What follows belongs to an exercise in optimizing a design on an open flow for a short achievable clock period and few clock cycles; a production flow would make more cautious choices. Function was not checked in any run shown here: the RTL went through the layout flow alone. The clock port is modelled as an ideal driver; clocking choices that lean on that would not hold on a real chip. Power is estimated from default activity; no workload was simulated.

<file path="flow/config.mk">
export PLATFORM = sky130hd
export DESIGN_NAME = pio_req_unit
export DESIGN_NICKNAME = pio_req_unit
export VERILOG_FILES = /design/flow/design.v
export SDC_FILE = /design/flow/constraint.sdc
export NUM_CORES = 4
export LEC_CHECK = 0
export CAP_MARGIN = 20
export CORE_MARGIN = 2
export CORE_UTILIZATION = 60
export SETUP_SLACK_MARGIN = 2.5
export SLEW_MARGIN = 20
export SYNTH_HIERARCHICAL = 1
export TNS_END_PERCENT = 100
</file>
<file path="flow/constraint.sdc">
create_clock -name core_clock -period 5.0 [get_ports {clk}]
set_input_delay 1.0000 -clock core_clock [delete_from_list [all_inputs] [get_ports {clk}]]
set_output_delay 1.0000 -clock core_clock [all_outputs]
set_load 0.01 [all_outputs]
</file>
<file path="flow/design.v">
`default_nettype none
package pio_pkg;
   typedef struct packed {
      logic [5-1:0]  thr_id;
      logic [2-1:0]  buf_id;
      logic [3-1:0] size;
      logic [40-1:0] addr;
      logic [64-1:0] data;
   } ucb_req_t;
   typedef struct packed {
      logic [64-43-1:0] pad;
      logic [43-1:0]             map_addr;
   } pio_hdr_t;
   typedef union packed {
      pio_hdr_t                hdr;
      logic [64-1:0]  raw;
   } pio_payload_u;
   typedef struct packed {
      logic                   is_data;
      logic                   rw;         
      logic [1:0]             dest;
      logic [5-1:0]  thr_id;
      logic [2-1:0]  buf_id;
      logic [3-1:0] size;
      logic                   dword;      
      logic                   word_sel;   
      pio_payload_u           payload;
   } queue_word_t;
   typedef struct packed {
      logic                   rw;
      logic [1:0]             dest;
      logic [15:0]            be;
      logic [64-1:0] ad;
      logic [5-1:0]  thr_id;
      logic [2-1:0]  buf_id;
   } pio_out_t;
   typedef struct packed {
      logic [16-1:0] addr;
      logic [32-1:0]      data;
   } csr_wr_t;
endpackage
`default_nettype wire
`timescale 1ns/1ps
`default_nettype none
module pio_g_nand2 (input wire logic a, b, output logic y);
   assign y = ~(a & b);
endmodule
module pio_g_nand3 (input wire logic a, b, c, output logic y);
   assign y = ~(a & b & c);
endmodule
module pio_g_nand4 (input wire logic a, b, c, d, output logic y);
   assign y = ~(a & b & c & d);
endmodule
module pio_g_nor2 (input wire logic a, b, output logic y);
   assign y = ~(a | b);
endmodule
module pio_g_nor3 (input wire logic a, b, c, output logic y);
   assign y = ~(a | b | c);
endmodule
module pio_g_nor2b (input wire logic a, bn, output logic y);
   assign y = ~(a | ~bn);
endmodule
module pio_g_o21ai (input wire logic a1, a2, b1, output logic y);
   assign y = ~((a1 | a2) & b1);
endmodule
module pio_g_o31ai (input wire logic a1, a2, a3, b1, output logic y);
   assign y = ~((a1 | a2 | a3) & b1);
endmodule
`default_nettype wire
`timescale 1ns/1ps
`default_nettype none
module pio_issue (
   input  wire logic [3:0]  m,        
   input  wire logic [15:1] ok,
   input  wire logic        z_n,      
   input  wire logic        ok15_n,   
   output logic             pio_req
);
   logic t1, t2, t3, t4, t5, t6, t7, t8, t9, t10, t11, t12, t13, t14, u;
   logic ga, gb, gc, gd, x, h1, h2;
   pio_g_nand2 g_t1  (.a(ok[1]),  .b(m[0]), .y(t1));
   pio_g_nand2 g_t2  (.a(ok[2]),  .b(m[1]), .y(t2));
   pio_g_nand2 g_t4  (.a(ok[4]),  .b(m[2]), .y(t4));
   pio_g_nand2 g_t8  (.a(ok[8]),  .b(m[3]), .y(t8));
   pio_g_nand3 g_t3  (.a(ok[3]),  .b(m[0]), .c(m[1]), .y(t3));
   pio_g_nand3 g_t5  (.a(ok[5]),  .b(m[0]), .c(m[2]), .y(t5));
   pio_g_nand3 g_t6  (.a(ok[6]),  .b(m[1]), .c(m[2]), .y(t6));
   pio_g_nand3 g_t9  (.a(ok[9]),  .b(m[0]), .c(m[3]), .y(t9));
   pio_g_nand3 g_t10 (.a(ok[10]), .b(m[1]), .c(m[3]), .y(t10));
   pio_g_nand3 g_t12 (.a(ok[12]), .b(m[2]), .c(m[3]), .y(t12));
   pio_g_nand4 g_t7  (.a(ok[7]),  .b(m[0]), .c(m[1]), .d(m[2]), .y(t7));
   pio_g_nand4 g_t11 (.a(ok[11]), .b(m[0]), .c(m[1]), .d(m[3]), .y(t11));
   pio_g_nand4 g_t13 (.a(ok[13]), .b(m[0]), .c(m[2]), .d(m[3]), .y(t13));
   pio_g_nand4 g_t14 (.a(ok[14]), .b(m[1]), .c(m[2]), .d(m[3]), .y(t14));
   pio_g_nand4 g_u   (.a(m[0]),   .b(m[1]), .c(m[2]), .d(m[3]), .y(u));
   pio_g_nand4 g_ga  (.a(z_n), .b(t1),  .c(t2),  .d(t4),  .y(ga));
   pio_g_nand4 g_gb  (.a(t8),  .b(t3),  .c(t5),  .d(t6),  .y(gb));
   pio_g_nand4 g_gc  (.a(t9),  .b(t10), .c(t12), .d(t7),  .y(gc));
   pio_g_nand3 g_gd  (.a(t11), .b(t13), .c(t14), .y(gd));
   pio_g_nor2  g_x   (.a(u),   .b(ok15_n), .y(x));
   pio_g_nor2  g_h1  (.a(ga), .b(gb), .y(h1));
   pio_g_nor3  g_h2  (.a(gc), .b(gd), .c(x), .y(h2));
   pio_g_nand2 g_req (.a(h1), .b(h2), .y(pio_req));
endmodule
`default_nettype wire
`timescale 1ns/1ps
`default_nettype none
module pio_req_unit (
   input  wire logic        clk,
   input  wire logic        rst,
   input  wire logic [3:0]  max_pio,
   input  wire logic        rd_vld,
   input  wire logic        wr_vld,
   input  wire logic [4:0]  req_thr_id,
   input  wire logic [1:0]  req_buf_id,
   input  wire logic [2:0]  req_size,
   input  wire logic [39:0] req_addr,
   input  wire logic [63:0] req_data,
   output logic             req_accepted,
   output logic             csr_wr,
   output logic [15:0]      csr_wr_addr,
   output logic [31:0]      csr_wr_data,
   output logic [15:0]      csr_rd_addr,
   output logic             csr_rd_ack,
   output logic [4:0]       csr_ack_thr,
   output logic [1:0]       csr_ack_buf,
   input  wire logic        pio_pop,
   input  wire logic        rd_done,
   output logic             pio_req,
   output logic             pio_data_vld,
   output logic             pio_out_rw,
   output logic [1:0]       pio_out_dest,
   output logic [15:0]      pio_out_be,
   output logic [63:0]      pio_out_ad,
   output logic [4:0]       pio_out_thr_id,
   output logic [1:0]       pio_out_buf_id
);
   localparam int DEPTH = 16;
   localparam int HW    = 1 + 2 + 16 + 5 + 2 + 43;
   localparam int WW    = 1 + HW;
   logic        space;
   logic        late_wr_n, late_rd_n, late_n;
   logic        ws_n, rs_n, acc_n;
   logic [7:0]  p;
   logic        g0_n, g1_n, hit;
   pio_g_nor2  g_p0 (.a(req_addr[38]), .b(req_addr[37]), .y(p[0]));
   pio_g_nor2  g_p1 (.a(req_addr[36]), .b(req_addr[35]), .y(p[1]));
   pio_g_nor2  g_p2 (.a(req_addr[34]), .b(req_addr[33]), .y(p[2]));
   pio_g_nor2  g_p3 (.a(req_addr[32]), .b(req_addr[31]), .y(p[3]));
   pio_g_nor2  g_p4 (.a(req_addr[30]), .b(req_addr[29]), .y(p[4]));
   pio_g_nor2  g_p5 (.a(req_addr[28]), .b(req_addr[27]), .y(p[5]));
   pio_g_nor2  g_p6 (.a(req_addr[26]), .b(req_addr[25]), .y(p[6]));
   pio_g_nor2b g_p7 (.a(req_addr[24]), .bn(req_addr[39]), .y(p[7]));
   pio_g_nand4 g_g0 (.a(p[0]), .b(p[1]), .c(p[2]), .d(p[3]), .y(g0_n));
   pio_g_nand4 g_g1 (.a(p[4]), .b(p[5]), .c(p[6]), .d(p[7]), .y(g1_n));
   pio_g_nor2  g_hit (.a(g0_n), .b(g1_n), .y(hit));
   pio_g_nand2 g_ws (.a(wr_vld), .b(space), .y(ws_n));
   pio_g_nand2 g_rs (.a(rd_vld), .b(space), .y(rs_n));
   pio_g_o31ai g_cw (.a1(g0_n), .a2(g1_n), .a3(ws_n), .b1(late_wr_n), .y(csr_wr));
   pio_g_o31ai g_cr (.a1(g0_n), .a2(g1_n), .a3(rs_n), .b1(late_rd_n), .y(csr_rd_ack));
   pio_g_o21ai g_ac (.a1(rd_vld), .a2(wr_vld), .b1(space), .y(acc_n));
   pio_g_nand2 g_ra (.a(acc_n), .b(late_n), .y(req_accepted));
   logic late_wr_nxt, late_rd_nxt;
   assign late_wr_nxt = wr_vld & hit & ~space & late_wr_n;
   assign late_rd_nxt = rd_vld & hit & ~space & late_rd_n;
   always_ff @(posedge clk) begin
      if (rst) begin
         late_wr_n <= 1'b1;
         late_rd_n <= 1'b1;
         late_n    <= 1'b1;
      end else begin
         late_wr_n <= ~late_wr_nxt;
         late_rd_n <= ~late_rd_nxt;
         late_n    <= ~(late_wr_nxt | late_rd_nxt);
      end
   end
   assign csr_wr_addr  = req_addr[15:0];
   assign csr_wr_data  = req_data[31:0];
   assign csr_rd_addr  = req_addr[15:0];
   assign csr_ack_thr  = req_thr_id;
   assign csr_ack_buf  = req_buf_id;
   logic        c_acc, c_rd, c_wr, c_csr, c_q;
   logic [4:0]  c_thr;
   logic [1:0]  c_buf;
   logic [2:0]  c_size;
   logic [39:0] c_addr;
   logic [63:0] c_data;
   always_ff @(posedge clk) begin
      if (rst)
         c_acc <= 1'b0;
      else
         c_acc <= (rd_vld | wr_vld) & space;
      c_rd   <= rd_vld;
      c_wr   <= wr_vld;
      c_thr  <= req_thr_id;
      c_buf  <= req_buf_id;
      c_size <= req_size;
      c_addr <= req_addr;
      c_data <= req_data;
   end
   assign c_csr = c_addr[39:24] == 16'h8000;
   assign c_q   = c_acc & ~c_csr;
   logic [42:0] map;
   logic [1:0]  dest;
   logic [7:0]  lane;
   logic [15:0] be;
   always_comb begin
      if (c_addr[39:32] == 8'h80) begin
         if (c_addr[31:28] == 4'h0) begin
            map = {15'h4000, c_addr[27:0]};
            if (c_addr[27:24] == 4'hE)      dest = 2'd2;
            else if (c_addr[27:24] == 4'hF) dest = 2'd3;
            else                            dest = 2'd1;
         end else begin
            map  = {11'h600, c_addr[31:0]};
            dest = 2'd0;
         end
      end else begin
         map = {3'h7, c_addr};
         if (c_addr[39:38] == 2'b11) dest = c_addr[37] ? 2'd3 : 2'd2;
         else                        dest = 2'd1;
      end
      case (c_size)
         3'd0:    lane = 8'h01;
         3'd1:    lane = 8'h03;
         3'd2:    lane = 8'h0f;
         default: lane = 8'hff;
      endcase
      lane = lane << c_addr[2:0];
      if (c_size == 3'd4)   be = 16'hffff;
      else if (c_addr[3])   be = {lane, 8'h00};
      else                  be = {8'h00, lane};
   end
   logic [WW-1:0]    mem [0:DEPTH-1];
   logic [DEPTH-1:0] wsel;             
   logic [DEPTH-1:0] wsel1;            
   logic [DEPTH-1:0] rsel;             
   logic [DEPTH:1]   cnt;              
   logic [DEPTH:1]   tot;              
   logic [DEPTH:1]   tot_base, tot_nxt;
   logic             take;
   logic [WW-1:0]    head;
   logic             spec1, spec2;
   assign wsel1 = {wsel[DEPTH-2:0], wsel[DEPTH-1]};
   always_comb begin
      head = '0;
      for (int i = 0; i < DEPTH; i++)
         head = head | (mem[i] & {WW{rsel[i]}});
   end
   always_ff @(posedge clk) begin
      for (int i = 0; i < DEPTH; i++) begin
         if (~c_acc)
            ;
         else if (wsel[i])
            mem[i] <= {1'b0, c_rd, dest, be, c_thr, c_buf, map};
         else if (wsel1[i])
            mem[i] <= {1'b1, {(HW-64){1'b0}}, c_data};
      end
   end
   assign spec2 = wr_vld & space;
   assign spec1 = rd_vld & space;
   always_comb begin
      if (c_acc & c_csr & c_wr)
         tot_base = {2'b00, tot[DEPTH:3]};
      else if (c_acc & c_csr)
         tot_base = {1'b0, tot[DEPTH:2]};
      else
         tot_base = tot;
      case ({spec2, spec1, take})
         3'b100:  tot_nxt = {tot_base[DEPTH-2:1], 2'b11};
         3'b101,
         3'b010:  tot_nxt = {tot_base[DEPTH-1:1], 1'b1};
         3'b001:  tot_nxt = {1'b0, tot_base[DEPTH:2]};
         default: tot_nxt = tot_base;
      endcase
   end
   always_ff @(posedge clk) begin
      if (rst) begin
         wsel  <= {{(DEPTH-1){1'b0}}, 1'b1};
         rsel  <= {{(DEPTH-1){1'b0}}, 1'b1};
         cnt   <= '0;
         tot   <= '0;
         space <= 1'b1;
      end else begin
         if (c_q)
            wsel <= c_wr ? {wsel1[DEPTH-2:0], wsel1[DEPTH-1]} : wsel1;
         if (take)
            rsel <= {rsel[DEPTH-2:0], rsel[DEPTH-1]};
         case ({c_q & c_wr, c_q & c_rd, take})
            3'b100:  cnt <= {cnt[DEPTH-2:1], 2'b11};
            3'b101,
            3'b010:  cnt <= {cnt[DEPTH-1:1], 1'b1};
            3'b001:  cnt <= {1'b0, cnt[DEPTH:2]};
            default: cnt <= cnt;
         endcase
         tot   <= tot_nxt;
         space <= ~tot_nxt[DEPTH-1];
      end
   end
   logic        o_hdr, o_dat, o_rw;
   logic [1:0]  o_dest;
   logic [15:0] o_be;
   logic [63:0] o_ad;
   logic [4:0]  o_thr;
   logic [1:0]  o_buf;
   logic        pop, free;
   logic        rd_pop;
   logic [16:1] pend, pend_nxt;        
   logic        o_hdr_nxt, o_rw_nxt;
   logic [15:1] ok;
   logic        z_n, ok15_n;
   assign pop    = pio_pop & (o_hdr | o_dat);
   assign free   = ~(o_hdr | o_dat) | pop;
   assign take   = free & cnt[1];
   assign rd_pop = pop & o_hdr & o_rw;
   always_ff @(posedge clk) begin
      if (rst) begin
         o_hdr <= 1'b0;
         o_dat <= 1'b0;
      end else if (free) begin
         o_hdr <= take & ~head[WW-1];
         o_dat <= take & head[WW-1];
      end
   end
   always_ff @(posedge clk) begin
      if (take) begin
         {o_rw, o_dest, o_be, o_thr, o_buf} <= head[HW-1:43];
         o_ad[42:0]  <= head[42:0];
         o_ad[63:43] <= head[63:43] & {21{head[WW-1]}};
      end
   end
   always_comb begin
      pend_nxt = pend;
      if (rd_pop & ~rd_done)
         pend_nxt = {pend[15:1], 1'b1};
      else if (~rd_pop & rd_done)
         pend_nxt = {1'b0, pend[16:2]};
   end
   assign o_hdr_nxt = free ? take & ~head[WW-1] : o_hdr;
   assign o_rw_nxt  = take ? head[HW-1] : o_rw;
   always_ff @(posedge clk) begin
      if (rst) begin
         pend   <= '0;
         ok     <= '0;
         z_n    <= 1'b1;
         ok15_n <= 1'b1;
      end else begin
         pend   <= pend_nxt;
         for (int m = 1; m < 16; m++)
            ok[m] <= o_hdr_nxt & o_rw_nxt & ~pend_nxt[m+1];
         z_n    <= ~(o_hdr_nxt & (~o_rw_nxt | ~pend_nxt[1]));
         ok15_n <= ~(o_hdr_nxt & o_rw_nxt & ~pend_nxt[16]);
      end
   end
   pio_issue pio_issue_inst (
      .m       (max_pio),
      .ok      (ok),
      .z_n     (z_n),
      .ok15_n  (ok15_n),
      .pio_req (pio_req)
   );
   assign pio_data_vld   = o_dat;
   assign pio_out_rw     = o_rw;
   assign pio_out_dest   = o_dest;
   assign pio_out_be     = o_be;
   assign pio_out_ad     = o_ad;
   assign pio_out_thr_id = o_thr;
   assign pio_out_buf_id = o_buf;
endmodule
`default_nettype wire
</file>
<file path="flow/flow/run.sh">
#!/bin/bash
# Standard layout, with the port buffers made from regular buffers instead of
# delay cells and cell sizing free to change a cell's footprint.
set -euo pipefail
bash standard.sh MATCH_CELL_FOOTPRINT=0 \
   "BUFFER_PORTS_ARGS=-buffer_cell sky130_fd_sc_hd__buf_4" \
   finish > make_finish.log 2>&1
</file>
<file path="flow/standard.sh">
#!/bin/bash
# synth_recipe.tcl (not shown) runs the flow's synth.tcl, then flattens the netlist and writes it again
# the make line also repeats each setting of config.mk as NAME=value (left out here)
make -C /OpenROAD-flow-scripts/flow DESIGN_CONFIG=/design/flow/config.mk WORK_HOME=/design/flow/orfs CLKGATE_MAP_FILE= SYNTH_SCRIPT=/design/flow/synth_recipe.tcl "${@:-finish}"
</file>
==> results of run 1 <==
==> stage by stage <==
step | setup WS [ns] | instances | hold WS, ns | area [um2] | total power, mW
floorplan | 2.44 | 4548 | 0.406 | 63700 | 16.0
global placement | 1.52 | 5777 | 0.433 | 66100 | 17.0
detailed placement | 1.53 | 5779 | 0.433 | 66100 | 17.1
CTS | 1.69 | 6093 | 0.300 | 71600 | 28.0
global route | 1.77 | 6103 | 0.319 | 71900 | 28.7
finish | 1.74 | 6103 | 0.327 | 71900 | 28.0
==> worst register-to-register path, delay by kind of cell, from the launching register on <==
kind	cells	cell delay (ns)
buffers and inverters	2	1.07
flip-flops	1	0.66
AO/OA/AOI/OAI	2	0.34
AND/OR/NAND/NOR	1	0.29
==> flip-flops by register name, indices dropped and copies added, names as in the netlist, 2 cells and up <==
name    flops
pend       16
ok         14
cnt        16
tot        16
wsel       16
o_thr       5
o_buf       2
c_size      3
c_data     64
o_dest      2
o_ad       64
c_buf       2
c_thr       5
rsel       16
mem      1120
c_addr     40
o_be       16
==> layout by cell type (no fill, tap or decap), drive strengths merged, types with 36 or more instances in the layout <==
cell type  count
dfxtp        220
nor2         332
edfxtp      1209
mux2         794
and2          50
clkbuf       221
nor3          36
a22oi         92
mux2i         58
buf          445
a22o         236
clkinv        37
nand4         80
nand2         73
a21oi        303
a221oi       238
==> cell type report <==
| class | count | share of cell area |
|---|---|---|
| clock buffers | 219 | 0.0603 |
| well taps | 1391 | 0.0242 |
| clock inverters | 49 | 0.00630 |
| flip-flops and latches | 1429 | 0.569 |
| inverters | 26 | 0.00160 |
| multi-input cells | 2542 | 0.286 |
| repair buffers | 447 | 0.0531 |
==> what timing repair did <==
action	4_1_cts	5_1_grt
buffers inserted	46	9
pin swaps	20	12
endpoints found under the hold margin	0	0
gates resized for setup	64	32
endpoints found under the setup margin	1091	345
==> per-layer routing <==
| layer | global-route usage | up-vias | share of wire |
|---|---|---|---|
| met5 | 0 | - | 0.00012 |
| met4 | 0.159 | 4 | 0.046 |
| met3 | 0.0665 | 556 | 0.11 |
| met2 | 0.590 | 2759 | 0.47 |
| met1 | 0.508 | 21400 | 0.38 |
| li1 | - | 17800 | - |
==> final timing paths <==
check,to,slack [ns],cells after the start
max,csr_rd_ack,1.74,6
min,c_addr[21],0.33,1
max reg2reg,o_ad[40],2.45,5
min reg2reg,late_rd_n,0.45,1
==> power by group through the flow <==
stage               registers, mW  logic (mW)  clock network [mW]
floorplan                    14.2        1.79                   0
global placement             14.6        2.44                   0
detailed placement           14.6        2.49                   0
CTS                          14.4        2.57                11.1
global route                 14.4        2.79                11.5
finish                       14.4        2.67                11.0
==> flow_metrics.env, run 1 <==
export IMPL_outcome="complete, no violations"
export IMPL_initial_core_util=0.604
export IMPL_switching_share=0.240
export IMPL_hp_start="req_addr[21]"
export IMPL_ant_nets=0
export IMPL_crit_start="req_addr[39]"
export IMPL_final_util=0.685
export IMPL_timing_final_crit_share=0.652
export IMPL_route_detailed_drc=0
export IMPL_ys_warn_count=8
export IMPL_switchingPower_mw=6.74
export IMPL_grt_total_usage=0.372
export IMPL_fmax_mhz=307
export IMPL_hold_violations=0
export IMPL_portBuffers=289
export IMPL_post_drt_wl_per_cell_um=33.6
export IMPL_overflow=0
export IMPL_cp_end_kind="output pin"
export IMPL_slew_headroom=0.205
export IMPL_ir_drop_mv=0.320
export IMPL_drt_pass1_iter_count=5
export IMPL_drt_iter0_drc=5811
export IMPL_path_buf_inv=3
export IMPL_rows=119
export IMPL_crit_type="input pin to output pin"
export IMPL_antennaDiodeCount=0
export IMPL_nets=4718
export IMPL_multi_input_area_um2=20500
export IMPL_core_area_um2=105000
export IMPL_fin_crit_ns=3.26
export IMPL_critPathMostFrequentCell="buf_6"
export IMPL_vias=42500
export IMPL_root_buffer="clkbuf_16"
export IMPL_r2r_start="rsel[3]"
export IMPL_ios=290
export IMPL_syn_to_final_growth_pct=13.4
export IMPL_synth_nets=4672
export IMPL_clockBufferDepth=3
export IMPL_h_tree_depth=4
export IMPL_cp_start_kind="input pin"
export IMPL_layout_drive_gt1_share=0.336
export IMPL_gp_congestion=0.841
export IMPL_crit_path_top_delay_cell="nand4_1"
export IMPL_leakage_nw=24.4
export IMPL_combPwrFrac=0.095
export IMPL_wirelength_um=205000
export IMPL_crit_path_max_fanout=3
export IMPL_crit_chain="buf_6 -> nor2b_4 -> nand4_1 -> buf_6 -> o31ai_2 -> buf_4"
export IMPL_tns_ns=0
export IMPL_power_internal_mw=21.3
export IMPL_clockPowerShare=0.393
export IMPL_syn_area_um2=63400
export IMPL_cts_tree="done"
export IMPL_crit_family="simple AND/OR/NAND/NOR gates"
export IMPL_hpwl_um=101000
export IMPL_syn_area_per_cell_um2=13.9
export IMPL_worstPathRequired_ns=4.00
export IMPL_syn_inst=4548
export IMPL_worstMarginPinSlew_ns=1.19
export IMPL_setup_viol=0
export IMPL_cts_buffers=148
export IMPL_cts_reportedPaths_clkPinSlew_ns=0.06
export IMPL_grt_pass1_wl_um=290000
export IMPL_dieArea_um2=108000
export IMPL_die_w_um=329
export IMPL_min_path_type="input pin to register"
export IMPL_drv_slew=0
export IMPL_grt_max_degree=54
export IMPL_clkLatencyLatePin_ns=0.78
export IMPL_nFillCells=7424
export IMPL_grt_antenna_before_repair=4
export IMPL_skew_ns=0.0309
export IMPL_ctsHoldBuffers=0
export IMPL_drt_vias_per_instance=6.97
export IMPL_grt_setup_unrepaired="yes"
export IMPL_seqPwrFrac=0.512
export IMPL_ff_latch_area_um2=40900
export IMPL_grt_pass1_vias=40600
export IMPL_die_h_um=329
export IMPL_critPathMaxStageDelay_ns=0.37
export IMPL_cts_sinks=1429
export IMPL_drv_cap=0
export IMPL_arrival_ns=2.26
export IMPL_p_per_area_nw_per_um2=390
==> run 2, diff against run 1 <==
--- a/flow/design.v
+++ b/flow/design.v
@@ -70,4 +70,15 @@
 `timescale 1ns/1ps
 `default_nettype none
+module pio_g_mux #(parameter int W = 1) (
+   input  wire logic         s,
+   input  wire logic [W-1:0] a1,
+   input  wire logic [W-1:0] a0,
+   output logic      [W-1:0] y
+);
+   assign y = s ? a1 : a0;
+endmodule
+`default_nettype wire
+`timescale 1ns/1ps
+`default_nettype none
 module pio_issue (
    input  wire logic [3:0]  m,        
@@ -298,5 +309,6 @@
       end
    end
-   logic        o_hdr, o_dat, o_rw;
+   logic        o_dat, i_hdr, i_dat, i_rw;
+   logic        o_rw;
    logic [1:0]  o_dest;
    logic [15:0] o_be;
@@ -304,5 +316,5 @@
    logic [4:0]  o_thr;
    logic [1:0]  o_buf;
-   logic        pop, free;
+   logic        free;
    logic        rd_pop;
    logic [16:1] pend, pend_nxt;        
@@ -310,23 +322,48 @@
    logic [15:1] ok;
    logic        z_n, ok15_n;
-   assign pop    = pio_pop & (o_hdr | o_dat);
-   assign free   = ~(o_hdr | o_dat) | pop;
+   logic [HW-1:0] o_nxt;
+   logic [2:0]  ctl_nxt;
+   logic        o_dat_nxt;
+   assign free   = ~(i_hdr | i_dat) | pio_pop;
    assign take   = free & cnt[1];
-   assign rd_pop = pop & o_hdr & o_rw;
+   assign rd_pop = pio_pop & i_hdr & i_rw;
+   pio_g_mux #(.W(HW)) g_onxt (
+      .s  (take),
+      .a1 ({head[HW-1:43], head[42:0]}),
+      .a0 ({o_rw, o_dest, o_be, o_thr, o_buf, o_ad[42:0]}),
+      .y  (o_nxt)
+   );
+   pio_g_mux #(.W(1)) g_odat (
+      .s  (free),
+      .a1 (take & head[WW-1]),
+      .a0 (o_dat),
+      .y  (o_dat_nxt)
+   );
+   pio_g_mux #(.W(3)) g_ictl (
+      .s  (free),
+      .a1 ({take & ~head[WW-1], take & head[WW-1], head[HW-1]}),
+      .a0 ({i_hdr, i_dat, i_rw}),
+      .y  (ctl_nxt)
+   );
+   logic [20:0] o_hi_nxt;
+   pio_g_mux #(.W(21)) g_ohi (
+      .s  (take),
+      .a1 (head[63:43] & {21{head[WW-1]}}),
+      .a0 (o_ad[63:43]),
+      .y  (o_hi_nxt)
+   );
    always_ff @(posedge clk) begin
       if (rst) begin
-         o_hdr <= 1'b0;
          o_dat <= 1'b0;
-      end else if (free) begin
-         o_hdr <= take & ~head[WW-1];
-         o_dat <= take & head[WW-1];
-      end
-   end
-   always_ff @(posedge clk) begin
-      if (take) begin
-         {o_rw, o_dest, o_be, o_thr, o_buf} <= head[HW-1:43];
-         o_ad[42:0]  <= head[42:0];
-         o_ad[63:43] <= head[63:43] & {21{head[WW-1]}};
+         i_hdr <= 1'b0;
+         i_dat <= 1'b0;
+      end else begin
+         o_dat <= o_dat_nxt;
+         i_hdr <= ctl_nxt[2];
+         i_dat <= ctl_nxt[1];
       end
+      i_rw <= ctl_nxt[0];
+      {o_rw, o_dest, o_be, o_thr, o_buf, o_ad[42:0]} <= o_nxt;
+      o_ad[63:43] <= o_hi_nxt;
    end
    always_comb begin
@@ -337,6 +374,6 @@
          pend_nxt = {1'b0, pend[16:2]};
    end
-   assign o_hdr_nxt = free ? take & ~head[WW-1] : o_hdr;
-   assign o_rw_nxt  = take ? head[HW-1] : o_rw;
+   assign o_hdr_nxt = ctl_nxt[2];
+   assign o_rw_nxt  = ctl_nxt[0];
    always_ff @(posedge clk) begin
       if (rst) begin
==> flow/flow/run.sh (replaced) <==
#!/bin/bash
# Standard layout with three changes: port buffers made from regular buffers
# instead of delay cells, cell sizing free to change a cell's footprint, and
# the ports of the request-to-CSR and throttle paths placed side by side on
# the left edge (flow/pins.tcl) before the rest are placed.
set -euo pipefail
K=(MATCH_CELL_FOOTPRINT=0 "BUFFER_PORTS_ARGS=-buffer_cell sky130_fd_sc_hd__buf_4")
bash standard.sh "${K[@]}" floorplan > make_floorplan.log 2>&1
ODB=orfs/results/sky130hd/pio_req_unit/base/2_floorplan.odb \
   openroad -no_init -exit flow/pins.tcl > pins.log 2>&1
bash standard.sh "${K[@]}" finish > make_finish.log 2>&1
==> flow/flow/pins.tcl (new file) <==
# Place the ports of the short input-to-output paths next to each other on
# the left edge, on met3 tracks two tracks apart, centred on the edge.
read_db $::env(ODB)
set block [ord::get_db_block]
set die [$block getDieArea]
set order {
   req_addr[39] req_addr[24] req_addr[38] req_addr[37] req_addr[36]
   req_addr[35] req_addr[34] req_addr[33] csr_wr csr_rd_ack req_accepted
   rd_vld wr_vld req_addr[32] req_addr[31] req_addr[30] req_addr[29]
   req_addr[28] req_addr[27] req_addr[26] req_addr[25]
   {} {}
   max_pio[0] max_pio[1] pio_req max_pio[2] max_pio[3]
}
# met3 tracks: offset 0.34 um, pitch 0.68 um
set n [llength $order]
set ymid [expr {([$die yMin] + [$die yMax]) / 2000.0}]
set k0 [expr {int(($ymid - $n * 0.68) / 0.68)}]
set i 0
foreach p $order {
   if {$p ne {}} {
      set y [expr {0.34 + ($k0 + 2 * $i) * 0.68}]
      place_pin -pin_name $p -layer met3 -location [list 0.4 $y] -force_to_die_boundary
   }
   incr i
}
foreach p $order {
   if {$p ne {}} {
      set bt [$block findBTerm $p]
      puts "$p [[lindex [$bt getBPins] 0] getPlacementStatus]"
   }
}
write_db $::env(ODB)
==> flow_metrics.env, run 2 <==
export IMPL_place_inst=5865
export IMPL_ir_drop_mv=0.370
export IMPL_final_common_cell="edfxtp_1"
export IMPL_h_tree_depth=4
export IMPL_overflow=0
export IMPL_skew_ns=0.0247
export IMPL_syn_area_per_cell_um2=13.7
export IMPL_initial_core_util=0.605
export IMPL_clockBufferDepth=3
export IMPL_nets=4808
export IMPL_grt_pass1_wl_um=298000
export IMPL_ant_nets=0
export IMPL_cp_end_kind="output pin"
export IMPL_critPathCapture="csr_rd_ack"
export IMPL_grt_pass1_vias=41200
export IMPL_gp_congestion=0.854
export IMPL_worstPathRequired_ns=4.00
export IMPL_hold_violations=0
export IMPL_cts_reportedPaths_clkPinSlew_ns=0.06
export IMPL_grt_max_degree=90
export IMPL_final_util=0.688
export IMPL_p_per_area_nw_per_um2=418
export IMPL_top_regs="mem: 1120 flops, c_data: 64 flops, o_ad: 64 flops"
export IMPL_mostFrequentLayoutCells="edfxtp_1, mux2_2, buf_4"
export IMPL_grt_total_usage=0.385
export IMPL_pre_cts_ws_ns=1.33
export IMPL_drt_vias_per_instance=7.00
export IMPL_syn_inst=4637
export IMPL_outcome="complete, no violations"
export IMPL_route_detailed_drc=0
export IMPL_layout_cells_non_filler=6207
export IMPL_hpwl_um=108000
export IMPL_ios=264
export IMPL_drv_slew=0
export IMPL_drt_iter0_drc=6532
export IMPL_r2r_start="wsel[6]"
export IMPL_wirelength_um=212000
export IMPL_leakage_nw=25.0
export IMPL_r2r_end="mem[6][28]"
export IMPL_vias=43400
export IMPL_cp_start_kind="input pin"
export IMPL_cts_buffers=150
export IMPL_syn_to_final_growth_pct=13.8
export IMPL_rows=119
export IMPL_grt_setup_unrepaired="yes"
export IMPL_fin_crit_ns=2.92
export IMPL_crit_start="req_addr[39]"
export IMPL_drv_cap=0
export IMPL_die_w_um=330
export IMPL_crit_path_max_fanout=3
export IMPL_largest_reg_flops=1120
export IMPL_die_h_um=330
export IMPL_clkLatencyLatePin_ns=0.78
export IMPL_drt_pass1_iter_count=6
export IMPL_ys_warn_count=8
export IMPL_layout_drive_gt1_share=0.352
export IMPL_post_drt_wl_per_cell_um=34.2
export IMPL_core_area_um2=105000
export IMPL_top_register="mem"
export IMPL_min_path_type="input pin to register"
export IMPL_slew_headroom=0.199
export IMPL_portBuffers=289
export IMPL_synth_nets=4761
export IMPL_dieArea_um2=109000
export IMPL_fmax_mhz=343
export IMPL_setup_viol=0
export IMPL_worst_r2r_path_depth=3
export IMPL_cts_tree="done"
export IMPL_worstMarginPinSlew_ns=1.20
export IMPL_timing_final_crit_share=0.583
export IMPL_crit_type="input pin to output pin"
export IMPL_grt_antenna_before_repair=15
export IMPL_setup_ws_ns=2.08
export IMPL_root_buffer="clkbuf_16"
export IMPL_cts_sinks=1431
export IMPL_tns_ns=0
export IMPL_syn_area_um2=63700
export IMPL_r2r_slack_ns=2.50
export IMPL_arrival_ns=1.92
run 2: how the worst min path moves through the flow:
| stage | start | slack (ns) | depth (start not counted) | end |
|---|---|---|---|---|
| 2_1_floorplan | late_rd_n | 0.41 | 1 | late_rd_n |
| 3_3_place_gp | late_rd_n | 0.43 | 1 | late_rd_n |
| 3_5_place_dp | late_rd_n | 0.43 | 1 | late_rd_n |
| 4_1_cts | req_addr[20] | 0.28 | 1 | c_addr[20] |
| 5_1_grt | req_addr[22] | 0.30 | 1 | c_addr[22] |
| 6_report | req_data[44] | 0.32 | 1 | c_data[44] |
run 2: stage by stage:
stage / instance area (um2) / hold slack [ns] / total power, mW
after floorplan: 64100 / 0.406 / 17.3
after global placement: 66400 / 0.425 / 19.0
after detailed placement: 66400 / 0.432 / 19.1
after CTS: 72200 / 0.285 / 30.2
after global routing: 72400 / 0.298 / 31.0
final: 72400 / 0.318 / 30.3
run 2: cell type report:
type	count	area, um2
fillers	7405	32800
repair buffers	464	4080
clock inverters	52	493
multi-input cells	2612	21600
inverters	25	110
diodes	4	10.0
clock buffers	228	4390
well taps	1391	1740
flip-flops and latches	1431	40000
run 2: critical path, stage by stage:
cell and delay [ns]:
buf_4 0.12, nor2b_4 0.13, nand4_1 0.21, o31ai_2 0.28, buf_4 0.17
run 2: report_power, final:
group | total, mW | switching [mW] | internal [mW] | leakage, nW
Sequential | 14.8 | 0.769 | 14.1 | 12.9
Clock | 11.2 | 4.69 | 6.48 | 2.39
Combinational | 4.24 | 2.31 | 1.92 | 9.73
Total | 30.3 | 7.78 | 22.5 | 25.0
run 2: timing repair:
item | CTS | global route
gates resized for setup | 91 | 44
hold buffers | 0 | 0
hold endpoints to repair | 0 | 0
pin swaps | 28 | 10
setup buffers | 47 | 11
cloned | 0 | 0
endpoints found under the setup margin | 1182 | 180
run 2: per-layer routing:
layer | routed length (um) | GRT usage
met1 | 80900 | 0.541
met2 | 97300 | 0.599
met3 | 26100 | 0.0811
met4 | 7690 | 0.130
met5 | 61 | 0
==> run 3, diff against run 2 <==
--- a/flow/design.v
+++ b/flow/design.v
@@ -153,21 +153,34 @@
    logic        late_wr_n, late_rd_n, late_n;
    logic        ws_n, rs_n, acc_n;
-   logic [7:0]  p;
-   logic        g0_n, g1_n, hit;
-   pio_g_nor2  g_p0 (.a(req_addr[38]), .b(req_addr[37]), .y(p[0]));
-   pio_g_nor2  g_p1 (.a(req_addr[36]), .b(req_addr[35]), .y(p[1]));
-   pio_g_nor2  g_p2 (.a(req_addr[34]), .b(req_addr[33]), .y(p[2]));
-   pio_g_nor2  g_p3 (.a(req_addr[32]), .b(req_addr[31]), .y(p[3]));
-   pio_g_nor2  g_p4 (.a(req_addr[30]), .b(req_addr[29]), .y(p[4]));
-   pio_g_nor2  g_p5 (.a(req_addr[28]), .b(req_addr[27]), .y(p[5]));
-   pio_g_nor2  g_p6 (.a(req_addr[26]), .b(req_addr[25]), .y(p[6]));
-   pio_g_nor2b g_p7 (.a(req_addr[24]), .bn(req_addr[39]), .y(p[7]));
-   pio_g_nand4 g_g0 (.a(p[0]), .b(p[1]), .c(p[2]), .d(p[3]), .y(g0_n));
-   pio_g_nand4 g_g1 (.a(p[4]), .b(p[5]), .c(p[6]), .d(p[7]), .y(g1_n));
-   pio_g_nor2  g_hit (.a(g0_n), .b(g1_n), .y(hit));
+   logic        hit;
+   logic [7:0]  pw, pr;
+   logic        gw0_n, gw1_n, gr0_n, gr1_n, gh0_n, gh1_n;
+   pio_g_nor2  g_pw0 (.a(req_addr[38]), .b(req_addr[37]), .y(pw[0]));
+   pio_g_nor2  g_pw1 (.a(req_addr[36]), .b(req_addr[35]), .y(pw[1]));
+   pio_g_nor2  g_pw2 (.a(req_addr[34]), .b(req_addr[33]), .y(pw[2]));
+   pio_g_nor2  g_pw3 (.a(req_addr[32]), .b(req_addr[31]), .y(pw[3]));
+   pio_g_nor2  g_pw4 (.a(req_addr[30]), .b(req_addr[29]), .y(pw[4]));
+   pio_g_nor2  g_pw5 (.a(req_addr[28]), .b(req_addr[27]), .y(pw[5]));
+   pio_g_nor2  g_pw6 (.a(req_addr[26]), .b(req_addr[25]), .y(pw[6]));
+   pio_g_nor2b g_pw7 (.a(req_addr[24]), .bn(req_addr[39]), .y(pw[7]));
+   pio_g_nand4 g_gw0 (.a(pw[0]), .b(pw[1]), .c(pw[2]), .d(pw[3]), .y(gw0_n));
+   pio_g_nand4 g_gw1 (.a(pw[4]), .b(pw[5]), .c(pw[6]), .d(pw[7]), .y(gw1_n));
+   pio_g_nor2  g_pr0 (.a(req_addr[37]), .b(req_addr[38]), .y(pr[0]));
+   pio_g_nor2  g_pr1 (.a(req_addr[35]), .b(req_addr[36]), .y(pr[1]));
+   pio_g_nor2  g_pr2 (.a(req_addr[33]), .b(req_addr[34]), .y(pr[2]));
+   pio_g_nor2  g_pr3 (.a(req_addr[31]), .b(req_addr[32]), .y(pr[3]));
+   pio_g_nor2  g_pr4 (.a(req_addr[29]), .b(req_addr[30]), .y(pr[4]));
+   pio_g_nor2  g_pr5 (.a(req_addr[27]), .b(req_addr[28]), .y(pr[5]));
+   pio_g_nor2  g_pr6 (.a(req_addr[25]), .b(req_addr[26]), .y(pr[6]));
+   pio_g_nor2b g_pr7 (.a(req_addr[24]), .bn(req_addr[39]), .y(pr[7]));
+   pio_g_nand4 g_gr0 (.a(pr[0]), .b(pr[1]), .c(pr[2]), .d(pr[3]), .y(gr0_n));
+   pio_g_nand4 g_gr1 (.a(pr[4]), .b(pr[5]), .c(pr[6]), .d(pr[7]), .y(gr1_n));
+   pio_g_nand4 g_gh0 (.a(pw[0]), .b(pw[2]), .c(pw[4]), .d(pw[6]), .y(gh0_n));
+   pio_g_nand4 g_gh1 (.a(pw[1]), .b(pw[3]), .c(pw[5]), .d(pw[7]), .y(gh1_n));
+   pio_g_nor2  g_hit (.a(gh0_n), .b(gh1_n), .y(hit));
    pio_g_nand2 g_ws (.a(wr_vld), .b(space), .y(ws_n));
    pio_g_nand2 g_rs (.a(rd_vld), .b(space), .y(rs_n));
-   pio_g_o31ai g_cw (.a1(g0_n), .a2(g1_n), .a3(ws_n), .b1(late_wr_n), .y(csr_wr));
-   pio_g_o31ai g_cr (.a1(g0_n), .a2(g1_n), .a3(rs_n), .b1(late_rd_n), .y(csr_rd_ack));
+   pio_g_o31ai g_cw (.a1(gw0_n), .a2(gw1_n), .a3(ws_n), .b1(late_wr_n), .y(csr_wr));
+   pio_g_o31ai g_cr (.a1(gr0_n), .a2(gr1_n), .a3(rs_n), .b1(late_rd_n), .y(csr_rd_ack));
    pio_g_o21ai g_ac (.a1(rd_vld), .a2(wr_vld), .b1(space), .y(acc_n));
    pio_g_nand2 g_ra (.a(acc_n), .b(late_n), .y(req_accepted));
@@ -271,4 +284,7 @@
    assign spec2 = wr_vld & space;
    assign spec1 = rd_vld & space;
+   logic [DEPTH:1]   tot_nt, tot_t, cnt_q, cnt_nxt;
+   logic             space_nt, space_t, space_nxt;
+   logic [DEPTH-1:0] rsel_nxt;
    always_comb begin
       if (c_acc & c_csr & c_wr)
@@ -278,12 +294,45 @@
       else
          tot_base = tot;
-      case ({spec2, spec1, take})
-         3'b100:  tot_nxt = {tot_base[DEPTH-2:1], 2'b11};
-         3'b101,
-         3'b010:  tot_nxt = {tot_base[DEPTH-1:1], 1'b1};
-         3'b001:  tot_nxt = {1'b0, tot_base[DEPTH:2]};
-         default: tot_nxt = tot_base;
-      endcase
+      if (spec2) begin
+         tot_nt   = {tot_base[DEPTH-2:1], 2'b11};
+         tot_t    = {tot_base[DEPTH-1:1], 1'b1};
+         space_nt = ~tot_base[DEPTH-3];
+         space_t  = ~tot_base[DEPTH-2];
+      end else if (spec1) begin
+         tot_nt   = {tot_base[DEPTH-1:1], 1'b1};
+         tot_t    = tot_base;
+         space_nt = ~tot_base[DEPTH-2];
+         space_t  = ~tot_base[DEPTH-1];
+      end else begin
+         tot_nt   = tot_base;
+         tot_t    = {1'b0, tot_base[DEPTH:2]};
+         space_nt = ~tot_base[DEPTH-1];
+         space_t  = ~tot_base[DEPTH];
+      end
+      if (c_q & c_wr)
+         cnt_q = {cnt[DEPTH-2:1], 2'b11};
+      else if (c_q)
+         cnt_q = {cnt[DEPTH-1:1], 1'b1};
+      else
+         cnt_q = cnt;
    end
+   pio_g_mux #(.W(DEPTH + 1)) g_tot (
+      .s  (take),
+      .a1 ({space_t, tot_t}),
+      .a0 ({space_nt, tot_nt}),
+      .y  ({space_nxt, tot_nxt})
+   );
+   pio_g_mux #(.W(DEPTH)) g_cnt (
+      .s  (take),
+      .a1 ({1'b0, cnt_q[DEPTH:2]}),
+      .a0 (cnt_q),
+      .y  (cnt_nxt)
+   );
+   pio_g_mux #(.W(DEPTH)) g_rsel (
+      .s  (take),
+      .a1 ({rsel[DEPTH-2:0], rsel[DEPTH-1]}),
+      .a0 (rsel),
+      .y  (rsel_nxt)
+   );
    always_ff @(posedge clk) begin
       if (rst) begin
@@ -296,15 +345,8 @@
          if (c_q)
             wsel <= c_wr ? {wsel1[DEPTH-2:0], wsel1[DEPTH-1]} : wsel1;
-         if (take)
-            rsel <= {rsel[DEPTH-2:0], rsel[DEPTH-1]};
-         case ({c_q & c_wr, c_q & c_rd, take})
-            3'b100:  cnt <= {cnt[DEPTH-2:1], 2'b11};
-            3'b101,
-            3'b010:  cnt <= {cnt[DEPTH-1:1], 1'b1};
-            3'b001:  cnt <= {1'b0, cnt[DEPTH:2]};
-            default: cnt <= cnt;
-         endcase
+         rsel  <= rsel_nxt;
+         cnt   <= cnt_nxt;
          tot   <= tot_nxt;
-         space <= ~tot_nxt[DEPTH-1];
+         space <= space_nxt;
       end
    end
==> flow_metrics.env, run 3 <==
export IMPL_clockPowerShare=0.361
export IMPL_layout_drive_gt1_share=0.368
export IMPL_drv_slew=0
export IMPL_drt_vias_per_instance=6.94
export IMPL_cp_end_kind="output pin"
export IMPL_top_register="mem"
export IMPL_syn_to_final_growth_pct=14.1
export IMPL_initial_core_util=0.603
export IMPL_grt_setup_unrepaired="yes"
export IMPL_seqPwrFrac=0.479
export IMPL_route_detailed_drc=0
export IMPL_outcome="complete, no violations"
export IMPL_portBuffers=289
export IMPL_dr_wl_met3_um=26900
export IMPL_final_common_cell="edfxtp_1"
export IMPL_h_tree_depth=4
export IMPL_rows=120
export IMPL_drt_iter0_drc=5918
export IMPL_crit_chain="buf_12 -> nor2_2 -> nand4_1 -> o31ai_2 -> buf_4"
export IMPL_root_buffer="clkbuf_16"
export IMPL_crit_type="input pin to output pin"
export IMPL_ir_drop_mv=0.362
export IMPL_cts_buffers=150
export IMPL_met1_length_um=81600
export IMPL_hold_violations=0
export IMPL_core_area_um2=107000
export IMPL_vias=43100
export IMPL_critPathMaxStageDelay_ns=0.29
export IMPL_combPwrFrac=0.160
export IMPL_syn_area_per_cell_um2=13.9
export IMPL_slew_headroom=0.174
export IMPL_die_h_um=331
export IMPL_wirelength_um=214000
export IMPL_tns_ns=0
export IMPL_cts_sinks=1431
export IMPL_synth_nets=4759
export IMPL_setup_viol=0
export IMPL_drt_pass1_iter_count=6
export IMPL_ant_nets=0
export IMPL_total_power_mw=31.9
export IMPL_grt_pass1_wl_um=301000
export IMPL_grt_max_degree=65
export IMPL_grt_antenna_before_repair=6
export IMPL_overflow=0
export IMPL_power_internal_mw=23.5
export IMPL_leakage_nw=25.4
export IMPL_nets=4800
export IMPL_skew_ns=0.0252
export IMPL_drv_cap=0
export IMPL_cts_tree="done"
export IMPL_syn_inst=4635
export IMPL_cts_reportedPaths_clkPinSlew_ns=0.06
export IMPL_syn_area_um2=64300
export IMPL_fin_area_um2=73400
export IMPL_grt_pass1_vias=41400
export IMPL_switchingPower_mw=8.37
export IMPL_clkLatencyLatePin_ns=0.76
export IMPL_ys_warn_count=8
export IMPL_mostFrequentLayoutCells="edfxtp_1, mux2_2, buf_4"
export IMPL_worstPathRequired_ns=4.00
export IMPL_largest_reg_flops=1120
export IMPL_dieArea_um2=110000
export IMPL_ios=264
export IMPL_top_layer_used="met5"
export IMPL_fin_crit_ns=2.82
export IMPL_gp_congestion=0.835
export IMPL_fmax_mhz=354
export IMPL_routed_wl_met2_um=97600
export IMPL_min_path_type="input pin to register"
export IMPL_dpl_cell_area_um2=66700
export IMPL_top_regs="mem: 1120 flops, c_data: 64 flops, o_ad: 64 flops"
export IMPL_die_w_um=331
export IMPL_grt_total_usage=0.380
export IMPL_cp_start_kind="input pin"
export IMPL_worstMarginPinSlew_ns=1.24
export IMPL_hpwl_um=104000
export IMPL_switching_share=0.262
export IMPL_arrival_ns=1.82
export IMPL_final_util=0.687
export IMPL_nFillCells=7542
export IMPL_post_drt_wl_per_cell_um=34.5
export IMPL_p_per_area_nw_per_um2=435
export IMPL_timing_final_crit_share=0.565
export IMPL_holdWs_ns=0.342
export IMPL_crit_path_top_delay_cell="o31ai_2"
export IMPL_clockBufferDepth=3
export IMPL_crit_path_max_fanout=3
[run 3: cell types whose count changed in the layout (fill, tap and decap cells not counted), moves of 16 or more]
cell     previous run  this run
a21oi_4            17         1
buf_4             393       364
mux2_2            851       869
mux2_4             31        63
nand2_1            66        24
nor2b_1            40        92
o21a_4              0        17
[run 3: stage by stage]
step	cells	setup WS (ns)
6_report	6204	2.18
5_1_grt	6202	2.14
3_5_place_dp	5838	1.73
2_1_floorplan	4635	2.50
4_1_cts	6173	2.27
3_3_place_gp	5838	1.73
[run 3: layout make-up]
type / count / area (um2) / area share
flip-flops and latches: 1431 / 40000 / 0.546
multi-input cells: 2625 / 22300 / 0.304
clock buffers: 226 / 4520 / 0.0615
repair buffers: 446 / 4070 / 0.0555
well taps: 1403 / 1760 / 0.0239
clock inverters: 49 / 574 / 0.00783
inverters: 22 / 95.1 / 0.00130
diodes: 2 / 5.00 / 0.0000682
[run 3: power groups by stage]
stage          Sequential, mW  Combinational [mW]  Clock (mW)
6_report                 15.3                5.09        11.5
5_1_grt                  15.4                5.31        12.0
4_1_cts                  15.3                4.93        11.6
3_5_place_dp             15.5                4.76           0
3_3_place_gp             15.5                4.68           0
2_1_floorplan            15.1                3.06           0
[run 3: timing repair]
action                                  4_1_cts  5_1_grt
resized for setup                           137       62
pin swaps                                    29       31
buffers inserted                             45       28
endpoints found under the setup margin      969      204
gates cloned                                 15        1
hold buffers                                  0        0
[run 3: final timing paths]
| check | startpoint | end | slack [ns] | depth (start not counted) |
|---|---|---|---|---|
| worst min-delay path | req_data[60] | c_data[60] | 0.34 | 1 |
| worst max register to register | wsel[6] | mem[7][49] | 2.44 | 2 |
| worst min register to register | late_wr_n | late_wr_n | 0.45 | 1 |
| worst max-delay path | req_addr[32] | csr_rd_ack | 2.18 | 5 |
[run 3: layer usage]
layer / up-vias / GRT usage
met5: - / 0
met4: 4 / 0.129
met3: 500 / 0.0917
met2: 2873 / 0.591
met1: 21800 / 0.528
li1: 17900 / -
[run 3: worst max-delay path: cells and delay by family]
family | cells | cell delay [ns]
compound gates | 1 | 0.29
buf+inv | 2 | 0.29
simple gates | 2 | 0.25
==> run 4, diff against run 3 <==
==> flow/flow/run.sh (replaced) <==
#!/bin/bash
# Standard layout with these changes: port buffers made from regular buffers
# instead of delay cells, cell sizing free to change a cell's footprint, a
# fanout limit for the repair steps (flow/fanout.tcl), and the ports of the
# request-to-CSR and throttle paths placed side by side on the left edge
# (flow/pins.tcl) before the rest are placed.
set -euo pipefail
F=$PWD/flow/fanout.tcl
K=(MATCH_CELL_FOOTPRINT=0 "BUFFER_PORTS_ARGS=-buffer_cell sky130_fd_sc_hd__buf_4"
   PRE_RESIZE_TCL=$F PRE_CTS_TCL=$F PRE_GLOBAL_ROUTE_TCL=$F
   PRE_REPAIR_TIMING_POST_PLACE_TCL=$F)
bash standard.sh "${K[@]}" floorplan > make_floorplan.log 2>&1
ODB=orfs/results/sky130hd/pio_req_unit/base/2_floorplan.odb \
   openroad -no_init -exit flow/pins.tcl > pins.log 2>&1
bash standard.sh "${K[@]}" finish > make_finish.log 2>&1
==> flow/flow/fanout.tcl (new file) <==
# Optimization-only design rule for this stage's repair_design: keep nets to a
# small fanout so that select and enable nets get buffer trees.
set_max_fanout 12 [current_design]
==> flow_metrics.env, run 4 <==
export IMPL_crit_type="input pin to output pin"
export IMPL_die_h_um=331
export IMPL_post_drt_wl_per_cell_um=36.3
export IMPL_slew_headroom=0.188
export IMPL_top_regs="mem: 1120 flops, c_data: 64 flops, o_ad: 64 flops"
export IMPL_grt_pass1_wl_um=338000
export IMPL_path_buf_inv=2
export IMPL_overflow=0
export IMPL_final_common_cell="edfxtp_1"
export IMPL_cts_buffers=151
export IMPL_grt_setup_unrepaired="yes"
export IMPL_ctsHoldBuffers=0
export IMPL_nets=5358
export IMPL_ios=264
export IMPL_pre_cts_ws_ns=-4.97
export IMPL_worstMarginPinSlew_ns=1.22
export IMPL_grt_pass1_vias=44900
export IMPL_fmax_mhz=361
export IMPL_seqPwrFrac=0.460
export IMPL_setup_viol=0
export IMPL_layout_cells_non_filler=6763
export IMPL_clkLatencyLatePin_ns=0.79
export IMPL_syn_area_um2=64300
export IMPL_cts_reportedPaths_clkPinSlew_ns=0.06
export IMPL_core_area_um2=107000
export IMPL_mostFrequentLayoutCells="edfxtp_1, mux2_2, buf_4"
export IMPL_syn_inst=4635
export IMPL_die_w_um=331
export IMPL_hold_violations=0
export IMPL_final_util=0.738
export IMPL_p_per_area_nw_per_um2=410
export IMPL_cts_sinks=1431
export IMPL_clockPowerShare=0.336
export IMPL_fin_area_um2=78800
export IMPL_dieArea_um2=110000
export IMPL_drt_iter0_drc=7738
export IMPL_drt_vias_per_instance=7.03
export IMPL_top_register="mem"
export IMPL_gp_congestion=0.835
export IMPL_syn_to_final_growth_pct=22.5
export IMPL_syn_area_per_cell_um2=13.9
export IMPL_ant_nets=0
export IMPL_cp_end_kind="output pin"
export IMPL_leakage_nw=29.2
export IMPL_synth_nets=4759
export IMPL_crit_family="buffers and inverters"
export IMPL_setup_ws_ns=2.23
export IMPL_ys_warn_count=8
export IMPL_portBuffers=289
export IMPL_combPwrFrac=0.204
export IMPL_holdWs_ns=0.313
export IMPL_crit_path_max_fanout=3
export IMPL_crit_chain="buf_8 -> nor2_4 -> nand4_1 -> o31ai_2 -> buf_4"
export IMPL_skew_ns=0.0249
export IMPL_min_path_type="input pin to register"
export IMPL_tns_ns=0
export IMPL_critPathMaxStageDelay_ns=0.26
export IMPL_drt_pass1_iter_count=8
export IMPL_rows=120
export IMPL_crit_path_top_delay_cell="o31ai_2"
export IMPL_cts_tree="done"
export IMPL_grt_total_usage=0.435
export IMPL_ir_drop_mv=0.394
export IMPL_switching_share=0.274
export IMPL_place_inst=6392
export IMPL_wirelength_um=246000
export IMPL_grt_max_degree=17
export IMPL_dpl_cell_area_um2=72200
export IMPL_total_power_mw=32.3
export IMPL_outcome="complete, no violations"
export IMPL_cp_start_kind="input pin"
export IMPL_grt_antenna_before_repair=17
export IMPL_largest_reg_flops=1120
export IMPL_power_internal_mw=23.4
export IMPL_fin_crit_ns=2.77
export IMPL_route_detailed_drc=0
export IMPL_arrival_ns=1.77
export IMPL_worstPathRequired_ns=4.00
export IMPL_drv_slew=0
export IMPL_hpwl_um=162000
export IMPL_timing_final_crit_share=0.554
export IMPL_drv_cap=0
export IMPL_layout_drive_gt1_share=0.397
export IMPL_initial_core_util=0.603
export IMPL_switchingPower_mw=8.84
export IMPL_vias=47500
==> run 4: metal layers <==
metal | track usage | share of wire
met1 | 0.578 | 0.36
met4 | 0.230 | 0.059
met3 | 0.144 | 0.15
met5 | 0 | 0.00066
met2 | 0.637 | 0.44
==> run 4: final cells by class <==
| type | instances | area [um2] |
|---|---|---|
| antenna | 16 | 40.0 |
| clock buffer | 224 | 4490 |
| clock inverter | 39 | 186 |
| fill | 6905 | 28000 |
| inverter | 22 | 90.1 |
| multi-input combinational | 2609 | 22600 |
| sequential | 1431 | 40000 |
| tap | 1403 | 1760 |
| timing repair buffer | 1019 | 9630 |
==> run 4: worst paths after layout <==
kind | startpoint | end | slack (ns) | cells past startpoint
worst max-delay path | req_addr[38] | csr_wr | 2.23 | 5
worst min-delay path | req_data[57] | c_data[57] | 0.31 | 1
worst max register to register | c_addr[38] | tot[13] | 2.25 | 10
worst min register to register | late_wr_n | late_wr_n | 0.47 | 1
==> run 4: timing repair <==
action	4_1_cts	5_1_grt
cloned	0	3
setup endpoints to repair	2240	1618
resized for setup	1113	782
pin swaps	11	70
buffers inserted	5	84
hold endpoints to repair	0	0
==> run 4: power by group through the flow <==
stage / Combinational (mW) / Clock (mW) / Sequential (mW)
2_1_floorplan: 3.06 / 0 / 15.1
3_3_place_gp: 4.68 / 0 / 15.5
3_5_place_dp: 6.12 / 0 / 15.1
4_1_cts: 6.08 / 10.8 / 14.8
5_1_grt: 6.72 / 11.3 / 14.9
6_report: 6.57 / 10.8 / 14.9

port drivers added, routing unchanged:
No port has a modelled driver above. Below, the same layouts with a new extraction and two added sets of constraints.
Step 1 assumes that a clkbuf_16 drives the clock port and a buf_2 every other input.
Step 2, shift: input delay + t, output delay - t, t = (earliest + latest rising clock arrival at the registers) / 2. This alone moves slack from input paths to output paths.
Three values: no drivers, after step 1, after step 2; two values: the first two.
| run | t, ns | setup slack, ns | hold WS [ns] | worst register clock-pin slew, ns | pins driven straight from the clock port |
|---|---|---|---|---|---|
| run 1 | 0.834 | 1.742 / 1.701 / 1.701 | 0.327 / 0.278 / 0.449 | 0.07 / 0.07 | 1 |
| run 2 | 0.851 | 2.083 / 2.037 / 1.908 | 0.318 / 0.268 / 0.439 | 0.07 / 0.07 | 1 |
| run 3 | 0.829 | 2.177 / 2.131 / 1.797 | 0.342 / 0.289 / 0.453 | 0.06 / 0.06 | 1 |
| run 4 | 0.855 | 2.232 / 2.185 / 1.773 | 0.313 / 0.259 / 0.471 | 0.06 / 0.06 | 1 |
After both steps setup and hold are still met in every run listed. The setup slack of run 4, which loses most, moves by -0.047 ns with the drivers and by -0.459 ns with both steps.
